Context: an optimization exercise on an open-source flow, tuned for small area and a short achievable clock period. The choices shown serve that exercise and are no tape-out recipe.
The RTL was checked by simulation tests, not by an equivalence proof against the original design.
Power figures rest on the tool's default switching activity, not on a simulated workload.

==> inputs of try-ember <==
==> flow/design.v (excerpt) <==
module rv_core #(
  parameter logic [31:0] RESET_PC = '0,
  parameter int          NUM_REGS = 32
) (
  input  logic        clk,
  input  logic        rst,
  input  logic [31:0] i_insn,
  output logic [31:0] o_pc,
  output logic        o_halt,
  output logic        o_wb_en,
  output logic [4:0]  o_wb_rd,
  output logic [31:0] o_wb_data
);
  logic [6:0]  opcode;
  logic [2:0]  funct3;
  logic [6:0]  funct7;
  logic        is_lui;
  logic        is_auipc;
  logic        is_opimm;
  logic        is_op;
  logic        is_branch;
  logic        is_system;
  logic        f7_zero;
  logic        f7_alt;
  logic        arith_ok;
  logic        halt;
  logic [31:0] imm_i;
  logic [31:0] imm_b;
  logic [31:0] imm_u;
  logic [31:0] pc_imm;
  logic [31:0] pc_sum;
  logic [31:0] pc_inc;
  logic [31:1][31:0] rf_regs;
  logic [31:1]       rf_valid;
  logic [31:1]       rf_we;
  logic [31:1]       rf_sel1;
  logic [31:1]       rf_sel2;
  logic [31:0]       imm_x_n;
  logic [31:0]       wb_data_rf;
  logic [31:0] rs1_data;
  logic [31:0] op_b;
  logic        sub;
  logic        alu;
  logic [31:0] x;
  logic        eq;
  logic        lt;
  logic        ltu;
  logic        cond;
  logic        taken;
  assign opcode = i_insn[6:0];
  assign funct3 = i_insn[14:12];
  assign funct7 = i_insn[31:25];
  assign is_lui    = opcode == 7'b0110111;
  ...
==> module rv_core, before the edit <==
module rv_core #(
  parameter logic [31:0] RESET_PC = '0,
  parameter int          NUM_REGS = 32
) (
  input  logic        clk,
  input  logic        rst,
  input  logic [31:0] i_insn,
  output logic [31:0] o_pc,
  output logic        o_halt,
  output logic        o_wb_en,
  output logic [4:0]  o_wb_rd,
  output logic [31:0] o_wb_data
);
  logic [6:0]  opcode;
  logic [2:0]  funct3;
  logic [6:0]  funct7;
  logic        is_lui;
  logic        is_auipc;
  logic        is_opimm;
  logic        is_op;
  logic        is_branch;
  logic        is_system;
  logic        f7_zero;
  logic        f7_alt;
  logic        arith_ok;
  logic        halt;
  logic [31:0] imm_i;
  logic [31:0] imm_b;
  logic [31:0] imm_u;
  logic [31:0] pc_imm;
  logic [31:0] pc_sum;
  logic [31:0] pc_inc;
  logic [31:1][31:0] rf_regs;
  logic [31:1]       rf_valid;
  logic [31:1]       rf_we;
  logic [31:1]       rf_sel1;
  logic [31:1]       rf_sel2;
  logic [31:0]       imm_x_n;
  logic [31:0]       wb_data_rf;
  logic [31:0] rs1_data;
  logic [31:0] op_b;
  logic        sub;
  logic        alu;
  logic [31:0] x;
  logic        eq;
  logic        lt;
  logic        ltu;
  logic        cond;
  logic        taken;
  assign opcode = i_insn[6:0];
  assign funct3 = i_insn[14:12];
  assign funct7 = i_insn[31:25];
  assign is_lui    = opcode == 7'b0110111;
  assign is_auipc  = opcode == 7'b0010111;
  assign is_opimm  = opcode == 7'b0010011;
  assign is_op     = opcode == 7'b0110011;
  assign is_branch = opcode == 7'b1100011;
  assign is_system = opcode == 7'b1110011;
  assign f7_zero  = funct7 == 7'b0000000;
  assign f7_alt   = funct7 == 7'b0100000;
  assign arith_ok = (is_op || (funct3[1:0] == 2'b01)) ?
                    (f7_zero || (f7_alt && ((funct3 == 3'b101) || (is_op && (funct3 == 3'b000))))) :
                    1'b1;
  assign halt      = is_system && (i_insn[31:7] == 25'b0);
  assign o_halt    = halt && !rst;
  assign o_wb_en   = !rst && (is_lui || is_auipc || ((is_opimm || is_op) && arith_ok));
  assign o_wb_rd   = i_insn[11:7];
  assign imm_i = {{20{i_insn[31]}}, i_insn[31:20]};
  assign imm_b = {{19{i_insn[31]}}, i_insn[31], i_insn[7], i_insn[30:25], i_insn[11:8], 1'b0};
  assign imm_u = {i_insn[31:12], 12'b0};
  assign pc_imm = is_branch ? imm_b : imm_u;
  ks_adder pc_adder (
    .i_a    (o_pc),
    .i_b    (pc_imm),
    .i_sub  (1'b0),
    .o_sum  (pc_sum),
    .o_cout (),
    .o_lt   (),
    .o_eq   ()
  );
  assign pc_inc = {o_pc[31:2] + 30'd1, o_pc[1:0]};
  always_comb
  begin
    for (int i = 1; i < 32; i++)
    begin
      rf_we[i]   = o_wb_en && (o_wb_rd == 5'(i));
    end
  end
  always_ff @(posedge clk)
  begin
    if (rst)
    begin
      rf_valid <= '0;
    end
    else
    begin
      rf_valid <= rf_valid | rf_we;
    end
  end
  always_ff @(posedge clk)
  begin
    for (int i = 1; i < 32; i++)
    begin
      if (rf_we[i])
      begin
        rf_regs[i] <= wb_data_rf;
      end
    end
  end
  rf_dec rf_dec1 (.i_addr (i_insn[19:15]), .i_valid (rf_valid), .o_sel (rf_sel1));
  rf_dec rf_dec2 (.i_addr (i_insn[24:20]), .i_valid (rf_valid), .o_sel (rf_sel2));
  assign imm_x_n = ~({32{is_opimm}} & imm_i);
  rf_read rf_read1 (.i_sel (rf_sel1), .i_regs (rf_regs), .o_data (rs1_data));
  rf_read_x rf_read2 (.i_sel (rf_sel2), .i_regs (rf_regs), .i_en (!is_opimm), .i_x_n (imm_x_n), .o_data (op_b));
  assign sub = is_branch || (funct3[2:1] == 2'b01) || (is_op && funct7[5] && (funct3 == 3'b000));
  assign alu = is_opimm || is_op;
  assign x   = is_lui ? imm_u : pc_sum;
  execute execute_inst (
    .i_a        (rs1_data),
    .i_b        (op_b),
    .i_sub      (sub),
    .i_left     (!funct3[2]),
    .i_arith    (funct7[5]),
    .i_sel_add  (alu && (funct3 == 3'b000)),
    .i_sel_sll  (alu && (funct3 == 3'b001)),
    .i_sel_slt  (alu && (funct3 == 3'b010)),
    .i_sel_sltu (alu && (funct3 == 3'b011)),
    .i_sel_xor  (alu && (funct3 == 3'b100)),
    .i_sel_sr   (alu && (funct3 == 3'b101)),
    .i_sel_or   (alu && (funct3 == 3'b110)),
    .i_sel_and  (alu && (funct3 == 3'b111)),
    .i_sel_x    (is_lui || is_auipc),
    .i_x        (x),
    .o_result   (o_wb_data),
    .o_result_rf (wb_data_rf),
    .o_eq       (eq),
    .o_lt       (lt),
    .o_ltu      (ltu)
  );
  assign cond  = funct3[2] ? (funct3[1] ? ltu : lt) : (!funct3[1] && eq);
  assign taken = is_branch && (funct3[2:1] != 2'b01) && (cond ^ funct3[0]);
  always_ff @(posedge clk)
  begin
    if (rst)
    begin
      o_pc <= RESET_PC;
    end
    else if (taken)
    begin
      o_pc <= pc_sum;
    end
    else if (!halt)
    begin
      o_pc <= pc_inc;
    end
  end
endmodule
clock: 11.0 ns
lec_check: 0
cap_margin: 20
core_margin: 2
core_utilization: 45
cts_buf_list: sky130_fd_sc_hd__clkbuf_8
setup_slack_margin: 2.8
slew_margin: 20
synth_hierarchical: 1
standard.sh (not shown) runs the stock make flow with config.mk's settings and CLKGATE_MAP_FILE= SYNTH_SCRIPT=/design/flow/synth_recipe.tcl, a recipe that flattens the netlist after the stock synthesis.
==> flow/flow/run.sh <==
#!/bin/bash
# The standard layout, with two changes: the port buffers are buf_4 cells
# (instead of the delay-buffer cell buffer_ports picks by default), and
# repair may swap a cell for one of another footprint.
set -euo pipefail
bash standard.sh 'BUFFER_PORTS_ARGS=-buffer_cell sky130_fd_sc_hd__buf_4' MATCH_CELL_FOOTPRINT=0 finish > standard.log 2>&1
==> try-harbor (differences from try-ember) <==
--- a/flow/design.v
+++ b/flow/design.v
@@ -447,4 +447,63 @@
   assign o_n = ~((i_sel_slt & i_lt) | (i_sel_sltu & ~i_cout));
 endmodule
+module ks_adder20 (
+  input  logic [19:0] i_a,
+  input  logic [19:0] i_b,
+  output logic [19:0] o_sum
+);
+  logic [5:0][19:0] gg;
+  logic [5:0][19:0] tt;
+  logic [19:0]      px;
+  for (genvar i = 0; i < 20; i++)
+  begin : g_pg
+    ks_nand2 u_g (.a (i_a[i]), .b (i_b[i]), .y (gg[0][i]));
+    ks_nor2  u_t (.a (i_a[i]), .b (i_b[i]), .y (tt[0][i]));
+    ks_xor2  u_p (.a (i_a[i]), .b (i_b[i]), .y (px[i]));
+  end
+  for (genvar l = 1; l < 6; l++)
+  begin : g_lvl
+    localparam int D = 1 << (l - 1);
+    for (genvar i = 0; i < 20; i++)
+    begin : g_bit
+      if (i >= D)
+      begin : g_node
+        if (l % 2 == 1)
+        begin : g_true
+          ks_oai21 u_g (.a1 (tt[l-1][i]), .a2 (gg[l-1][i-D]), .b1 (gg[l-1][i]), .y (gg[l][i]));
+          if (i >= 2 * D)
+          begin : g_t
+            ks_nor2 u_t (.a (tt[l-1][i]), .b (tt[l-1][i-D]), .y (tt[l][i]));
+          end
+          else
+          begin : g_nt
+            assign tt[l][i] = 1'b0;
+          end
+        end
+        else
+        begin : g_inv
+          ks_aoi21 u_g (.a1 (tt[l-1][i]), .a2 (gg[l-1][i-D]), .b1 (gg[l-1][i]), .y (gg[l][i]));
+          if (i >= 2 * D)
+          begin : g_t
+            ks_nand2 u_t (.a (tt[l-1][i]), .b (tt[l-1][i-D]), .y (tt[l][i]));
+          end
+          else
+          begin : g_nt
+            assign tt[l][i] = 1'b1;
+          end
+        end
+      end
+      else
+      begin : g_pass
+        ks_inv u_g (.a (gg[l-1][i]), .y (gg[l][i]));
+        assign tt[l][i] = (l % 2 == 1) ? 1'b0 : 1'b1;
+      end
+    end
+  end
+  assign o_sum[0] = px[0];
+  for (genvar i = 1; i < 20; i++)
+  begin : g_sum
+    ks_xor2 u_s (.a (px[i]), .b (gg[5][i-1]), .y (o_sum[i]));
+  end
+endmodule
 module rv_core #(
   parameter logic [31:0] RESET_PC = '0,
@@ -476,6 +535,6 @@
   logic [31:0] imm_b;
   logic [31:0] imm_u;
-  logic [31:0] pc_imm;
-  logic [31:0] pc_sum;
+  logic [19:0] auipc_hi;
+  logic [31:0] br_target;
   logic [31:0] pc_inc;
   logic [31:1][31:0] rf_regs;
@@ -517,14 +576,10 @@
   assign imm_b = {{19{i_insn[31]}}, i_insn[31], i_insn[7], i_insn[30:25], i_insn[11:8], 1'b0};
   assign imm_u = {i_insn[31:12], 12'b0};
-  assign pc_imm = is_branch ? imm_b : imm_u;
-  ks_adder pc_adder (
-    .i_a    (o_pc),
-    .i_b    (pc_imm),
-    .i_sub  (1'b0),
-    .o_sum  (pc_sum),
-    .o_cout (),
-    .o_lt   (),
-    .o_eq   ()
+  ks_adder20 auipc_adder (
+    .i_a   (o_pc[31:12]),
+    .i_b   (i_insn[31:12]),
+    .o_sum (auipc_hi)
   );
+  assign br_target = o_pc + imm_b;
   assign pc_inc = {o_pc[31:2] + 30'd1, o_pc[1:0]};
   always_comb
@@ -563,5 +618,5 @@
   assign sub = is_branch || (funct3[2:1] == 2'b01) || (is_op && funct7[5] && (funct3 == 3'b000));
   assign alu = is_opimm || is_op;
-  assign x   = is_lui ? imm_u : pc_sum;
+  assign x   = is_lui ? imm_u : {auipc_hi, o_pc[11:0]};
   execute execute_inst (
     .i_a        (rs1_data),
@@ -596,5 +651,5 @@
     else if (taken)
     begin
-      o_pc <= pc_sum;
+      o_pc <= br_target;
     end
     else if (!halt)
==> flow/config.mk (replaced) <==
export PLATFORM = sky130hd
export DESIGN_NAME = rv_core
export DESIGN_NICKNAME = rv_core
export VERILOG_FILES = /design/flow/design.v
export SDC_FILE = /design/flow/constraint.sdc
export NUM_CORES = 4
export LEC_CHECK = 0
export CAP_MARGIN = 10
export CORE_MARGIN = 2
export CORE_UTILIZATION = 55
export CTS_BUF_LIST = sky130_fd_sc_hd__clkbuf_16
export CTS_CLUSTER_DIAMETER = 100
export CTS_CLUSTER_SIZE = 20
export PLACE_DENSITY = 0.7
export SETUP_SLACK_MARGIN = 2.4
export SLEW_MARGIN = 10
export SYNTH_HIERARCHICAL = 1
==> try-fjord (differences from try-ember) <==
--- a/flow/design.v
+++ b/flow/design.v
@@ -447,4 +447,63 @@
   assign o_n = ~((i_sel_slt & i_lt) | (i_sel_sltu & ~i_cout));
 endmodule
+module ks_adder20 (
+  input  logic [19:0] i_a,
+  input  logic [19:0] i_b,
+  output logic [19:0] o_sum
+);
+  logic [5:0][19:0] gg;
+  logic [5:0][19:0] tt;
+  logic [19:0]      px;
+  for (genvar i = 0; i < 20; i++)
+  begin : g_pg
+    ks_nand2 u_g (.a (i_a[i]), .b (i_b[i]), .y (gg[0][i]));
+    ks_nor2  u_t (.a (i_a[i]), .b (i_b[i]), .y (tt[0][i]));
+    ks_xor2  u_p (.a (i_a[i]), .b (i_b[i]), .y (px[i]));
+  end
+  for (genvar l = 1; l < 6; l++)
+  begin : g_lvl
+    localparam int D = 1 << (l - 1);
+    for (genvar i = 0; i < 20; i++)
+    begin : g_bit
+      if (i >= D)
+      begin : g_node
+        if (l % 2 == 1)
+        begin : g_true
+          ks_oai21 u_g (.a1 (tt[l-1][i]), .a2 (gg[l-1][i-D]), .b1 (gg[l-1][i]), .y (gg[l][i]));
+          if (i >= 2 * D)
+          begin : g_t
+            ks_nor2 u_t (.a (tt[l-1][i]), .b (tt[l-1][i-D]), .y (tt[l][i]));
+          end
+          else
+          begin : g_nt
+            assign tt[l][i] = 1'b0;
+          end
+        end
+        else
+        begin : g_inv
+          ks_aoi21 u_g (.a1 (tt[l-1][i]), .a2 (gg[l-1][i-D]), .b1 (gg[l-1][i]), .y (gg[l][i]));
+          if (i >= 2 * D)
+          begin : g_t
+            ks_nand2 u_t (.a (tt[l-1][i]), .b (tt[l-1][i-D]), .y (tt[l][i]));
+          end
+          else
+          begin : g_nt
+            assign tt[l][i] = 1'b1;
+          end
+        end
+      end
+      else
+      begin : g_pass
+        ks_inv u_g (.a (gg[l-1][i]), .y (gg[l][i]));
+        assign tt[l][i] = (l % 2 == 1) ? 1'b0 : 1'b1;
+      end
+    end
+  end
+  assign o_sum[0] = px[0];
+  for (genvar i = 1; i < 20; i++)
+  begin : g_sum
+    ks_xor2 u_s (.a (px[i]), .b (gg[5][i-1]), .y (o_sum[i]));
+  end
+endmodule
 module rv_core #(
   parameter logic [31:0] RESET_PC = '0,
@@ -476,6 +535,6 @@
   logic [31:0] imm_b;
   logic [31:0] imm_u;
-  logic [31:0] pc_imm;
-  logic [31:0] pc_sum;
+  logic [19:0] auipc_hi;
+  logic [31:0] br_target;
   logic [31:0] pc_inc;
   logic [31:1][31:0] rf_regs;
@@ -517,14 +576,10 @@
   assign imm_b = {{19{i_insn[31]}}, i_insn[31], i_insn[7], i_insn[30:25], i_insn[11:8], 1'b0};
   assign imm_u = {i_insn[31:12], 12'b0};
-  assign pc_imm = is_branch ? imm_b : imm_u;
-  ks_adder pc_adder (
-    .i_a    (o_pc),
-    .i_b    (pc_imm),
-    .i_sub  (1'b0),
-    .o_sum  (pc_sum),
-    .o_cout (),
-    .o_lt   (),
-    .o_eq   ()
+  ks_adder20 auipc_adder (
+    .i_a   (o_pc[31:12]),
+    .i_b   (i_insn[31:12]),
+    .o_sum (auipc_hi)
   );
+  assign br_target = o_pc + imm_b;
   assign pc_inc = {o_pc[31:2] + 30'd1, o_pc[1:0]};
   always_comb
@@ -563,5 +618,5 @@
   assign sub = is_branch || (funct3[2:1] == 2'b01) || (is_op && funct7[5] && (funct3 == 3'b000));
   assign alu = is_opimm || is_op;
-  assign x   = is_lui ? imm_u : pc_sum;
+  assign x   = is_lui ? imm_u : {auipc_hi, o_pc[11:0]};
   execute execute_inst (
     .i_a        (rs1_data),
@@ -596,5 +651,5 @@
     else if (taken)
     begin
-      o_pc <= pc_sum;
+      o_pc <= br_target;
     end
     else if (!halt)
==> flow/config.mk (replaced) <==
export PLATFORM = sky130hd
export DESIGN_NAME = rv_core
export DESIGN_NICKNAME = rv_core
export VERILOG_FILES = /design/flow/design.v
export SDC_FILE = /design/flow/constraint.sdc
export NUM_CORES = 4
export LEC_CHECK = 0
export CAP_MARGIN = 10
export CORE_MARGIN = 2
export CORE_UTILIZATION = 45
export CTS_BUF_LIST = sky130_fd_sc_hd__clkbuf_16
export CTS_CLUSTER_DIAMETER = 100
export CTS_CLUSTER_SIZE = 20
export SETUP_SLACK_MARGIN = 2.2
export SLEW_MARGIN = 10
export SYNTH_HIERARCHICAL = 1
==> try-garnet (differences from try-ember) <==
--- a/flow/design.v
+++ b/flow/design.v
@@ -447,4 +447,63 @@
   assign o_n = ~((i_sel_slt & i_lt) | (i_sel_sltu & ~i_cout));
 endmodule
+module ks_adder20 (
+  input  logic [19:0] i_a,
+  input  logic [19:0] i_b,
+  output logic [19:0] o_sum
+);
+  logic [5:0][19:0] gg;
+  logic [5:0][19:0] tt;
+  logic [19:0]      px;
+  for (genvar i = 0; i < 20; i++)
+  begin : g_pg
+    ks_nand2 u_g (.a (i_a[i]), .b (i_b[i]), .y (gg[0][i]));
+    ks_nor2  u_t (.a (i_a[i]), .b (i_b[i]), .y (tt[0][i]));
+    ks_xor2  u_p (.a (i_a[i]), .b (i_b[i]), .y (px[i]));
+  end
+  for (genvar l = 1; l < 6; l++)
+  begin : g_lvl
+    localparam int D = 1 << (l - 1);
+    for (genvar i = 0; i < 20; i++)
+    begin : g_bit
+      if (i >= D)
+      begin : g_node
+        if (l % 2 == 1)
+        begin : g_true
+          ks_oai21 u_g (.a1 (tt[l-1][i]), .a2 (gg[l-1][i-D]), .b1 (gg[l-1][i]), .y (gg[l][i]));
+          if (i >= 2 * D)
+          begin : g_t
+            ks_nor2 u_t (.a (tt[l-1][i]), .b (tt[l-1][i-D]), .y (tt[l][i]));
+          end
+          else
+          begin : g_nt
+            assign tt[l][i] = 1'b0;
+          end
+        end
+        else
+        begin : g_inv
+          ks_aoi21 u_g (.a1 (tt[l-1][i]), .a2 (gg[l-1][i-D]), .b1 (gg[l-1][i]), .y (gg[l][i]));
+          if (i >= 2 * D)
+          begin : g_t
+            ks_nand2 u_t (.a (tt[l-1][i]), .b (tt[l-1][i-D]), .y (tt[l][i]));
+          end
+          else
+          begin : g_nt
+            assign tt[l][i] = 1'b1;
+          end
+        end
+      end
+      else
+      begin : g_pass
+        ks_inv u_g (.a (gg[l-1][i]), .y (gg[l][i]));
+        assign tt[l][i] = (l % 2 == 1) ? 1'b0 : 1'b1;
+      end
+    end
+  end
+  assign o_sum[0] = px[0];
+  for (genvar i = 1; i < 20; i++)
+  begin : g_sum
+    ks_xor2 u_s (.a (px[i]), .b (gg[5][i-1]), .y (o_sum[i]));
+  end
+endmodule
 module rv_core #(
   parameter logic [31:0] RESET_PC = '0,
@@ -476,6 +535,6 @@
   logic [31:0] imm_b;
   logic [31:0] imm_u;
-  logic [31:0] pc_imm;
-  logic [31:0] pc_sum;
+  logic [19:0] auipc_hi;
+  logic [31:0] br_target;
   logic [31:0] pc_inc;
   logic [31:1][31:0] rf_regs;
@@ -517,14 +576,10 @@
   assign imm_b = {{19{i_insn[31]}}, i_insn[31], i_insn[7], i_insn[30:25], i_insn[11:8], 1'b0};
   assign imm_u = {i_insn[31:12], 12'b0};
-  assign pc_imm = is_branch ? imm_b : imm_u;
-  ks_adder pc_adder (
-    .i_a    (o_pc),
-    .i_b    (pc_imm),
-    .i_sub  (1'b0),
-    .o_sum  (pc_sum),
-    .o_cout (),
-    .o_lt   (),
-    .o_eq   ()
+  ks_adder20 auipc_adder (
+    .i_a   (o_pc[31:12]),
+    .i_b   (i_insn[31:12]),
+    .o_sum (auipc_hi)
   );
+  assign br_target = o_pc + imm_b;
   assign pc_inc = {o_pc[31:2] + 30'd1, o_pc[1:0]};
   always_comb
@@ -563,5 +618,5 @@
   assign sub = is_branch || (funct3[2:1] == 2'b01) || (is_op && funct7[5] && (funct3 == 3'b000));
   assign alu = is_opimm || is_op;
-  assign x   = is_lui ? imm_u : pc_sum;
+  assign x   = is_lui ? imm_u : {auipc_hi, o_pc[11:0]};
   execute execute_inst (
     .i_a        (rs1_data),
@@ -596,5 +651,5 @@
     else if (taken)
     begin
-      o_pc <= pc_sum;
+      o_pc <= br_target;
     end
     else if (!halt)
--- a/flow/config.mk
+++ b/flow/config.mk
@@ -10,5 +10,5 @@
 export CORE_UTILIZATION = 45
 export CTS_BUF_LIST = sky130_fd_sc_hd__clkbuf_8
-export SETUP_SLACK_MARGIN = 2.8
+export SETUP_SLACK_MARGIN = 2.5
 export SLEW_MARGIN = 20
 export SYNTH_HIERARCHICAL = 1
==> key figures <==
Synth
  • Post-Syn Instances: 4,366

Timing
  • Period utilization: 0.806
  • Final worst path period need: 8860 ps

Pwr
  • P_comb: between 0.2 and 0.25 mW

Run status
  • Status: complete, no violations

Final layout
  • Layout filler cell count: around 10,000

Routing
  • Via density: ~7.0

Floorplan
  • Core Box Area: ~0.12 mm2
# the run above: try-fjord

==> key figures <==
Timing
  • Final worst path period need: 8510 ps
  • Period utilization: 0.773

Synth
  • Post-Syn Instances: around 4,400

CTS
  • # resized after CTS: 258

Final layout
  • Layout filler cell count: 10,100

Run status
  • Status: complete, no violations

Floorplan
  • Core Box Area: 0.118 mm2

Setup path
  • Worst-path cell chain: buf_4, and2_2, and3_1, buf_4, a22oi_1, nand4_1, o21ai_2, nand3_4, xor2_2, nor2_1, o21ai_1, a21oi_2, o21ai_1, a21oi_2, o21ai_2, xor2_1, nand2_1, nand3_1, buf_4
# the run above: try-garnet

==> key figures <==
Run status
  • Status: complete, no violations

Synth
  • Post-Syn Instances: 4,366

Pwr
  • P_comb: between 0.2 and 0.25 mW

Timing
  • Final worst path period need: between 8000 and 9000 ps
  • Period utilization: 0.793

Floorplan
  • Core Box Area: 0.0964 mm2

Final layout
  • Layout filler cell count: 7,541

Routing
  • Via density: roughly 7.6
# the run above: try-harbor

==> key figures <==
Run status
  • Status: complete, no violations

Pwr
  • P_comb: 0.398 mW

Timing
  • Final worst path period need: 8420 ps
  • Period utilization: 0.766

Synth
  • Post-Syn Instances: 4,460

Floorplan
  • Core Box Area: between 0.1 and 0.15 mm2

Routing
  • Via density: approximately 7
# the run above: try-ember

==> static timing again, ports no longer ideal <==
Ports are ideal in the flow. The routed layouts listed here were re-timed in OpenROAD.
Step 1, drivers: a clkbuf_16 drives clk and a buf_2 each remaining input, both assumed.
Step 2 also shifts input and output timing later by t, the mid clock arrival at the registers, as if the neighbouring blocks saw the same clock.
a / b / c = ideal / step 1 / step 2; a / b = the first two.
| run | shift t [ns] | slack for setup (ns) | hold WS [ns] |
|---|---|---|---|
| try-ember | 0.960 | 2.578 / 2.465 / 2.465 | 0.483 / 0.483 / 0.483 |
| try-harbor | 0.754 | 2.278 / 2.251 / 2.251 | 0.508 / 0.508 / 0.508 |
| try-fjord | 0.774 | 2.138 / 2.107 / 2.107 | 0.492 / 0.492 / 0.492 |
| try-garnet | 0.958 | 2.492 / 2.428 / 2.428 | 0.485 / 0.485 / 0.485 |
After both steps every run listed still meets setup and hold. The setup slack of try-ember, which loses most, moves by -0.113 ns with the drivers and by -0.113 ns with both steps.
